Source: an optimization exercise on an open RTL-to-GDS flow (aim: small area). Production flows keep margins and buffers that such runs may drop.
The RTL was checked by simulation tests, not by an equivalence proof against the original design.
Power figures rest on the tool's default switching activity, not on a simulated workload. The flow treats the clock pin as an ideal source, which a real chip does not have.

Design mnist_frame_binarizer, start of the top module:
module mnist_frame_binarizer
(
    input  logic                  clk,
    input  logic                  rst_n,
    input  logic                  in_valid,
    output logic                  in_ready,
    input  logic [mnist_frame_binarizer_pkg::PIX_W-1:0] in_pixel,
    input  logic                  in_last,
    output logic                  out_valid,
    input  logic                  out_ready,
    output logic [mnist_frame_binarizer_pkg::NET_INPUTS-1:0] out_frame,
    output logic                  frame_err
    ,
    output logic [7:0]            err_cnt
);
Size: roughly 900 cells after synthesis, roughly 820 flip-flops, roughly 420 I/O pins.
==> flow/config.mk <==
export PLATFORM = sky130hd
export DESIGN_NAME = mnist_frame_binarizer
export DESIGN_NICKNAME = mnist_frame_binarizer
export VERILOG_FILES = /design/flow/design.v
export SDC_FILE = /design/flow/constraint.sdc
export NUM_CORES = 4
export LEC_CHECK = 0
export CAP_MARGIN = 0
export CORE_MARGIN = 2
export CORE_UTILIZATION = 70
export CTS_BUF_LIST = sky130_fd_sc_hd__clkbuf_16
export CTS_CLUSTER_DIAMETER = 200
export CTS_CLUSTER_SIZE = 30
export SLEW_MARGIN = 0
==> flow/constraint.sdc <==
create_clock -name core_clock -period 6.5 [get_ports {clk}]
set_input_delay 1.3000 -clock core_clock [delete_from_list [all_inputs] [get_ports {clk}]]
set_output_delay 1.3000 -clock core_clock [all_outputs]
set_load 0.01 [all_outputs]
standard.sh (not shown) runs the stock make flow with config.mk's settings and CLKGATE_MAP_FILE= SYNTH_SCRIPT=/design/flow/synth_recipe.tcl, a recipe that flattens the netlist after the stock synthesis.
==> flow/flow/run.sh <==
#!/bin/bash
# Standard layout, but with the smallest buffer on every input and output port.
set -euo pipefail
export BUFFER_PORTS_ARGS="-buffer_cell sky130_fd_sc_hd__buf_1"
bash standard.sh > standard.log 2>&1
The starting point completed with no timing, DRC or antenna violations.
Then changed:
==> flow/flow/run.sh (replaced) <==
#!/bin/bash
# Standard layout, except: every input and output port gets the smallest
# buffer, and the clock tree uses clkbuf_8 leaves under a clkbuf_16 root.
set -euo pipefail
export BUFFER_PORTS_ARGS="-buffer_cell sky130_fd_sc_hd__buf_1"
export CTS_ARGS="-sink_clustering_enable -repair_clock_nets -root_buf sky130_fd_sc_hd__clkbuf_16 -buf_list sky130_fd_sc_hd__clkbuf_8 -sink_clustering_size 18 -sink_clustering_max_diameter 100"
bash standard.sh > standard.log 2>&1
--- a/flow/config.mk
+++ b/flow/config.mk
@@ -10 +10 @@
-export CORE_UTILIZATION = 70
+export CORE_UTILIZATION = 60
Worst hold slack gets worse by 0.025 ns.
Final cell count is higher by 5.0%.
Global-route usage goes down by 2.3 points.
Power is about the same.
Clock power stays flat.
First-iteration DRC count grows by 8.6%.
Final area grows by 0.36%.
Wire length climbs by 2.3%.
Register-to-register slack gets worse by 0.11 ns.
Worst setup slack gains 0.033 ns.
Core utilization fell by 11 points.
Then changed:
==> flow/flow/run.sh (replaced) <==
#!/bin/bash
# Standard layout, but with the smallest buffer on every input and output port.
set -euo pipefail
export BUFFER_PORTS_ARGS="-buffer_cell sky130_fd_sc_hd__buf_1"
# The standard clock tree settings, without dummy loads on the leaf nets.
export CTS_ARGS="-sink_clustering_enable -repair_clock_nets -sink_clustering_size 34 -sink_clustering_max_diameter 200 -buf_list sky130_fd_sc_hd__clkbuf_16 -dont_use_dummy_load"
bash standard.sh > standard.log 2>&1
--- a/flow/config.mk
+++ b/flow/config.mk
@@ -10 +10 @@
-export CORE_UTILIZATION = 60
+export CORE_UTILIZATION = 80
@@ -13 +13 @@
-export CTS_CLUSTER_SIZE = 30
+export CTS_CLUSTER_SIZE = 34
Outcome: With this change the flow aborted during detailed placement (3_5_place_dp); synthesized cell count stays the same; area after synthesis is unchanged.


## job 9948
mnist_frame_binarizer again, from the RTL that the note above started with.
## mnist_frame_binarizer
module mnist_frame_binarizer
(
    input  logic                  clk,
    input  logic                  rst_n,
    input  logic                  in_valid,
    output logic                  in_ready,
    input  logic [mnist_frame_binarizer_pkg::PIX_W-1:0] in_pixel,
    input  logic                  in_last,
    output logic                  out_valid,
    input  logic                  out_ready,
    output logic [mnist_frame_binarizer_pkg::NET_INPUTS-1:0] out_frame,
    output logic                  frame_err
    ,
    output logic [7:0]            err_cnt
);
==> flow/config.mk <==
export PLATFORM = sky130hd
export DESIGN_NAME = mnist_frame_binarizer
export DESIGN_NICKNAME = mnist_frame_binarizer
export VERILOG_FILES = /design/flow/design.v
export SDC_FILE = /design/flow/constraint.sdc
export NUM_CORES = 4
export LEC_CHECK = 0
export CAP_MARGIN = 0
export CORE_MARGIN = 2
export CORE_UTILIZATION = 70
export CTS_BUF_LIST = sky130_fd_sc_hd__clkbuf_16
export CTS_CLUSTER_DIAMETER = 200
export CTS_CLUSTER_SIZE = 33
export SLEW_MARGIN = 0
==> flow/constraint.sdc <==
create_clock -name core_clock -period 6.5 [get_ports {clk}]
set_input_delay 1.3000 -clock core_clock [delete_from_list [all_inputs] [get_ports {clk}]]
set_output_delay 1.3000 -clock core_clock [all_outputs]
set_load 0.01 [all_outputs]
==> flow/flow/run.sh <==
#!/bin/bash
# Standard layout with these changes:
#  - the combinational logic of the standard synthesis is re-mapped for area
#    (flip-flops untouched), before floorplanning;
#  - every input and output port gets the smallest buffer;
#  - the placement-stage repair may use only small buffers and inverters;
#  - the clock tree has no dummy loads.
set -euo pipefail
here=$(pwd)
export BUFFER_PORTS_ARGS="-buffer_cell sky130_fd_sc_hd__buf_1"
export PRE_GLOBAL_PLACE_TCL=$here/flow/small_bufs.tcl
export PRE_RESIZE_TCL=$here/flow/small_bufs.tcl
# The standard clock tree settings, without dummy loads on the leaf nets.
export CTS_ARGS="-sink_clustering_enable -repair_clock_nets -sink_clustering_size 33 -sink_clustering_max_diameter 200 -buf_list sky130_fd_sc_hd__clkbuf_16 -dont_use_dummy_load"
R=$here/orfs/results/$FLOW_PLATFORM/mnist_frame_binarizer/base
LIB=$FLOW_HOME/platforms/sky130hd/lib/sky130_fd_sc_hd__tt_025C_1v80.lib

bash standard.sh synth > synth.log 2>&1

# Cells the flow may not use, as the standard synthesis passed them to abc.
DU=$(grep -o -- "-dont_use [A-Za-z0-9_]*" orfs/logs/$FLOW_PLATFORM/mnist_frame_binarizer/base/1_2_yosys.log | sort -u | tr '\n' ' ')
cp $R/1_2_yosys.v std_synth.v
sed -e "s#@LIB@#$LIB#g" -e "s#@IN@#$here/std_synth.v#" -e "s#@TOP@#$FLOW_TOP#" \
    -e "s#@DONTUSE@#$DU#" -e "s#@SCRIPT@#$here/flow/area.abc#" -e "s#@OUT@#$here/resyn_all.v#" \
    flow/resyn.ys.in > resyn.ys
yosys -l resyn.log resyn.ys > /dev/null 2>&1
# Keep only the top module (the file also holds the cell models yosys read).
awk -v top="$FLOW_TOP" '$1=="module"{keep=($2 ~ "^"top"[ (]")} keep{print} $1=="endmodule"{keep=0}' resyn_all.v > resyn.v
grep -q "^module $FLOW_TOP" resyn.v
cp resyn.v $R/1_2_yosys.v
touch $R/1_2_yosys.v

bash standard.sh finish > standard.log 2>&1
==> flow/flow/area.abc <==
&get -n
&deepsyn -T 20 -S 1
&put
dch -f
amap
==> flow/flow/resyn.ys.in <==
# Re-map the combinational logic of the standard synthesis for area. The
# flip-flops are kept as they are (same cells, same instance names).
read_liberty -ignore_miss_func @LIB@
read_verilog @IN@
hierarchy -top @TOP@
setattr -mod -set keep_hierarchy 1 sky130_fd_sc_hd__df* sky130_fd_sc_hd__edf* sky130_fd_sc_hd__sdf* sky130_fd_sc_hd__dl* sky130_fd_sc_hd__sedf*
flatten
opt -purge
abc -liberty @LIB@ @DONTUSE@ -script @SCRIPT@
# left out here: clean up, clear keep_hierarchy
stat -liberty @LIB@
write_verilog -noattr -noexpr -nohex -nodec @OUT@
==> flow/flow/small_bufs.tcl <==
# Keep the repair of the two 400-load enable nets to small buffers: the
# timing has slack to spare and a tree of small buffers takes less area.
set_dont_use {
  sky130_fd_sc_hd__buf_6 sky130_fd_sc_hd__buf_8 sky130_fd_sc_hd__buf_12 sky130_fd_sc_hd__buf_16
  sky130_fd_sc_hd__bufinv_8 sky130_fd_sc_hd__bufinv_16 sky130_fd_sc_hd__bufbuf_8 sky130_fd_sc_hd__bufbuf_16
  sky130_fd_sc_hd__clkbuf_8 sky130_fd_sc_hd__clkbuf_16
  sky130_fd_sc_hd__inv_8 sky130_fd_sc_hd__inv_12 sky130_fd_sc_hd__inv_16
  sky130_fd_sc_hd__clkinv_8 sky130_fd_sc_hd__clkinv_16
}
> inputs changed (job 9948 -> job 6314)
Settings: CORE_UTILIZATION now 75, was 70.
Results
- Job 6314: DPL-0033 in clock tree synthesis -> run aborted
- Looking at y dimension of the die across job 9948 and job 6314, the one that comes out higher is job 9948.
- Number of instances resized during post-cts repair came out exactly the same in job 9948 and job 6314.
- On buffer count from post-CTS setup fixing, job 9948 and job 6314 are basically level.
- Re number of H-tree branching levels: no difference whatsoever between job 6314 and job 9948.
- [compare] base=job 9948 new=job 6314: initial standard-cell utilization of the core now sits higher, width of the chip now sits lower, synthesized area divided by synthesized cell count now sits at about the same level.
- Worst setup slack before clock tree synthesis down 0.18 ns in job 6314 wrt job 9948
- In the reports for job 9948 and job 6314, the larger standard-cell row count belongs to job 9948.
- As far as CTS buffer count goes, job 6314 and job 9948 are indistinguishable; the numbers are identical.
Relative to job 6314, the following input files were edited for job 6247:
Settings: changing CORE_UTILIZATION from 75 to 60; changing CTS_CLUSTER_SIZE from 33 to 30.
==> flow/flow/run.sh <==
#!/bin/bash
# Standard layout, except:
#  - every input and output port gets the smallest buffer;
#  - the placement-stage repair may use only small buffers and inverters.
set -euo pipefail
here=$(pwd)
export BUFFER_PORTS_ARGS="-buffer_cell sky130_fd_sc_hd__buf_1"
export PRE_GLOBAL_PLACE_TCL=$here/flow/small_bufs.tcl
export PRE_RESIZE_TCL=$here/flow/small_bufs.tcl
bash standard.sh > standard.log 2>&1
removed: flow/flow/area.abc
removed: flow/flow/resyn.ys.in
## What came out
Job 6247 finished every stage and its layout cleared the timing, DRC and antenna checks. Summary — cell count after placement, job 6247 relative to job 6314: higher, by 88. [compare] base=job 6314 new=job 6247: die boundary height went up about 12%, net count after synthesis went up 8. Going from job 6314 to job 6247, post-detailed-placement half-perimeter wirelength shrinks by 300 microns. [job 6247] die outline width rose about 12% relative to job 6314. Summary of job 6247 over job 6314: initial standard-cell utilization of the core dropped 15 points; number of standard cells after synthesis has increased. Against job 6314, area after synthesis in job 6247 rose slightly. Of job 6314 and job 6247, the lower pre-CTS setup slack belongs to job 6314. Compared with job 6314, job 6247 shows a cell area after placement that is 180 sq um higher. Min floorplan row count across job 6314 and job 6247: job 6314.
### job 6247 -> job 1971
Settings: swapping 30 for 33 in CTS_CLUSTER_SIZE; swapping 60 for 65 in CORE_UTILIZATION.
-- flow/flow/run.sh --
<<< job 6247, line 2
# Standard layout, except:
>>> job 1971, line 2
# Standard layout with these changes:
#  - the combinational logic of the standard synthesis is re-mapped for area
#    (flip-flops untouched), before floorplanning;
<<< job 6247, line 4
#  - the placement-stage repair may use only small buffers and inverters.
>>> job 1971, line 6
#  - the placement-stage repair may use only small buffers and inverters;
#  - the clock tree has no dummy loads.
<<< job 6247, line 10
bash standard.sh > standard.log 2>&1
>>> job 1971, line 13
# The standard clock tree settings, without dummy loads on the leaf nets.
export CTS_ARGS="-sink_clustering_enable -repair_clock_nets -sink_clustering_size 33 -sink_clustering_max_diameter 200 -buf_list sky130_fd_sc_hd__clkbuf_16 -dont_use_dummy_load"
R=$here/orfs/results/$FLOW_PLATFORM/mnist_frame_binarizer/base
LIB=$FLOW_HOME/platforms/sky130hd/lib/sky130_fd_sc_hd__tt_025C_1v80.lib

bash standard.sh synth > synth.log 2>&1

# Cells the flow may not use, as the standard synthesis passed them to abc.
DU=$(grep -o -- "-dont_use [A-Za-z0-9_]*" orfs/logs/$FLOW_PLATFORM/mnist_frame_binarizer/base/1_2_yosys.log | sort -u | tr '\n' ' ')
cp $R/1_2_yosys.v std_synth.v
sed -e "s#@LIB@#$LIB#g" -e "s#@IN@#$here/std_synth.v#" -e "s#@TOP@#$FLOW_TOP#" \
    -e "s#@DONTUSE@#$DU#" -e "s#@SCRIPT@#$here/flow/area.abc#" -e "s#@OUT@#$here/resyn_all.v#" \
    flow/resyn.ys.in > resyn.ys
yosys -l resyn.log resyn.ys > /dev/null 2>&1
# Keep only the top module (the file also holds the cell models yosys read).
awk -v top="$FLOW_TOP" '$1=="module"{keep=($2 ~ "^"top"[ (]")} keep{print} $1=="endmodule"{keep=0}' resyn_all.v > resyn.v
grep -q "^module $FLOW_TOP" resyn.v
cp resyn.v $R/1_2_yosys.v
touch $R/1_2_yosys.v

bash standard.sh finish > standard.log 2>&1
==> flow/flow/area.abc (new file) <==
&get -n
&deepsyn -T 20 -S 1
&put
dch -f
amap
==> flow/flow/resyn.ys.in (new file) <==
# Re-map the combinational logic of the standard synthesis for area. The
# flip-flops are kept as they are (same cells, same instance names).
read_liberty -ignore_miss_func @LIB@
read_verilog @IN@
hierarchy -top @TOP@
setattr -mod -set keep_hierarchy 1 sky130_fd_sc_hd__df* sky130_fd_sc_hd__edf* sky130_fd_sc_hd__sdf* sky130_fd_sc_hd__dl* sky130_fd_sc_hd__sedf*
flatten
opt -purge
abc -liberty @LIB@ @DONTUSE@ -script @SCRIPT@
# left out here: clean up, clear keep_hierarchy
stat -liberty @LIB@
write_verilog -noattr -noexpr -nohex -nodec @OUT@
### Flow results
In job 1971, the number of global-route vias before repair came out 3.9% below the value in job 6247.
Job 1971 vs. job 6247: core utilization increased 5.5 points, via count decreased about 2.5%, flip-flop and latch count essentially unchanged.
Compared with job 6247, in job 1971 share of power burned in combinational logic shows no meaningful change, fmax shows a reduction of about 16%, fraction of area in multi-input gates shows a reduction of 0.47 points, synthesized instance count shows a reduction of 3, synthesis-to-finish area growth shows a reduction of 0.29 points.
Measured against each other, job 1971 and job 6247 differ in number of DRC markers after the initial detailed-route iteration, the lower figure coming from job 1971.
The power consumption number comes out lower for job 1971 vs job 6247.
Path type of the worst setup path: in2reg -> job 1971, reg2reg -> job 6247
Edits applied to the flow inputs when going from job 1971 to job 9898:
Settings: a change of CTS_CLUSTER_SIZE from 33 to 34; a change of CORE_UTILIZATION from 65 to 70.
-- flow/flow/run.sh --
<<< job 1971, line 6
#  - the placement-stage repair may use only small buffers and inverters;
#  - the clock tree has no dummy loads.
>>> job 9898, line 6
<<< job 1971, line 11
export PRE_GLOBAL_PLACE_TCL=$here/flow/small_bufs.tcl
export PRE_RESIZE_TCL=$here/flow/small_bufs.tcl
>>> job 9898, line 9
<<< job 1971, line 14
export CTS_ARGS="-sink_clustering_enable -repair_clock_nets -sink_clustering_size 33 -sink_clustering_max_diameter 200 -buf_list sky130_fd_sc_hd__clkbuf_16 -dont_use_dummy_load"
>>> job 9898, line 10
export CTS_ARGS="-sink_clustering_enable -repair_clock_nets -sink_clustering_size 34 -sink_clustering_max_diameter 200 -buf_list sky130_fd_sc_hd__clkbuf_16 -dont_use_dummy_load"
==> flow/flow/area.abc <==
strash
dc2
dch -f
amap
topo
removed: flow/flow/small_bufs.tcl
Between job 1971 and job 9898, final-layout worst hold slack decreased.
The worst setup path startpoint comes out u_cnt.col_q[2] in one run and in_valid in the other, namely in job 9898 and job 1971 respectively.
Of the two candidates, job 1971 has the better net switching power and job 9898 the worse one.
Any difference in final standard cell area without fillers between job 1971 and job 9898 is small enough to ignore.
Comparing job 9898 and job 1971, non-clock buffer count is higher on job 1971.

## what the ideal ports hide
No port has a modelled driver above. Below, the same layouts with a new extraction and two added sets of constraints. Step 1, drivers: a clkbuf_16 drives clk and a buf_2 each remaining input, both assumed. Step 2 times the ports against the registers' clock, not the clock port: input delays grow and output delays shrink by t, the midpoint of the rising clock arrivals with the driver on. Three values: no drivers, after step 1, after step 2; two values: the first two.
run | shift t [ns] | setup slack, ns | worst hold slack (ns) | slew at the worst register clock pin (ns) | worst data-port slew with drivers (ns)
the first run of note 1 | 0.645 | 3.159 / 3.191 / 2.546 | 0.451 / 0.451 / 0.451 | 0.11 / 0.11 | 0.03
the second run of note 1 | 0.613 | 3.193 / 3.220 / 2.607 | 0.426 / 0.426 / 0.426 | 0.11 / 0.11 | 0.03
job 9948 | 0.629 | 2.462 / 2.485 / 1.856 | 0.444 / 0.444 / 0.444 | 0.12 / 0.12 | 0.05
job 6247 | 0.651 | 3.049 / 3.049 / 2.442 | 0.440 / 0.440 / 0.440 | 0.11 / 0.11 | 0.03
job 1971 | 0.636 | 2.374 / 2.400 / 1.764 | 0.448 / 0.448 / 0.448 | 0.12 / 0.12 | 0.03
job 9898 | 0.612 | 3.181 / 3.181 / 2.648 | 0.379 / 0.379 / 0.379 | 0.12 / 0.12 | 0.03
After both steps setup and hold are still met in every run listed. The setup slack of the first run of note 1, which loses most, moves by +0.032 ns with the drivers and by -0.613 ns with both steps.
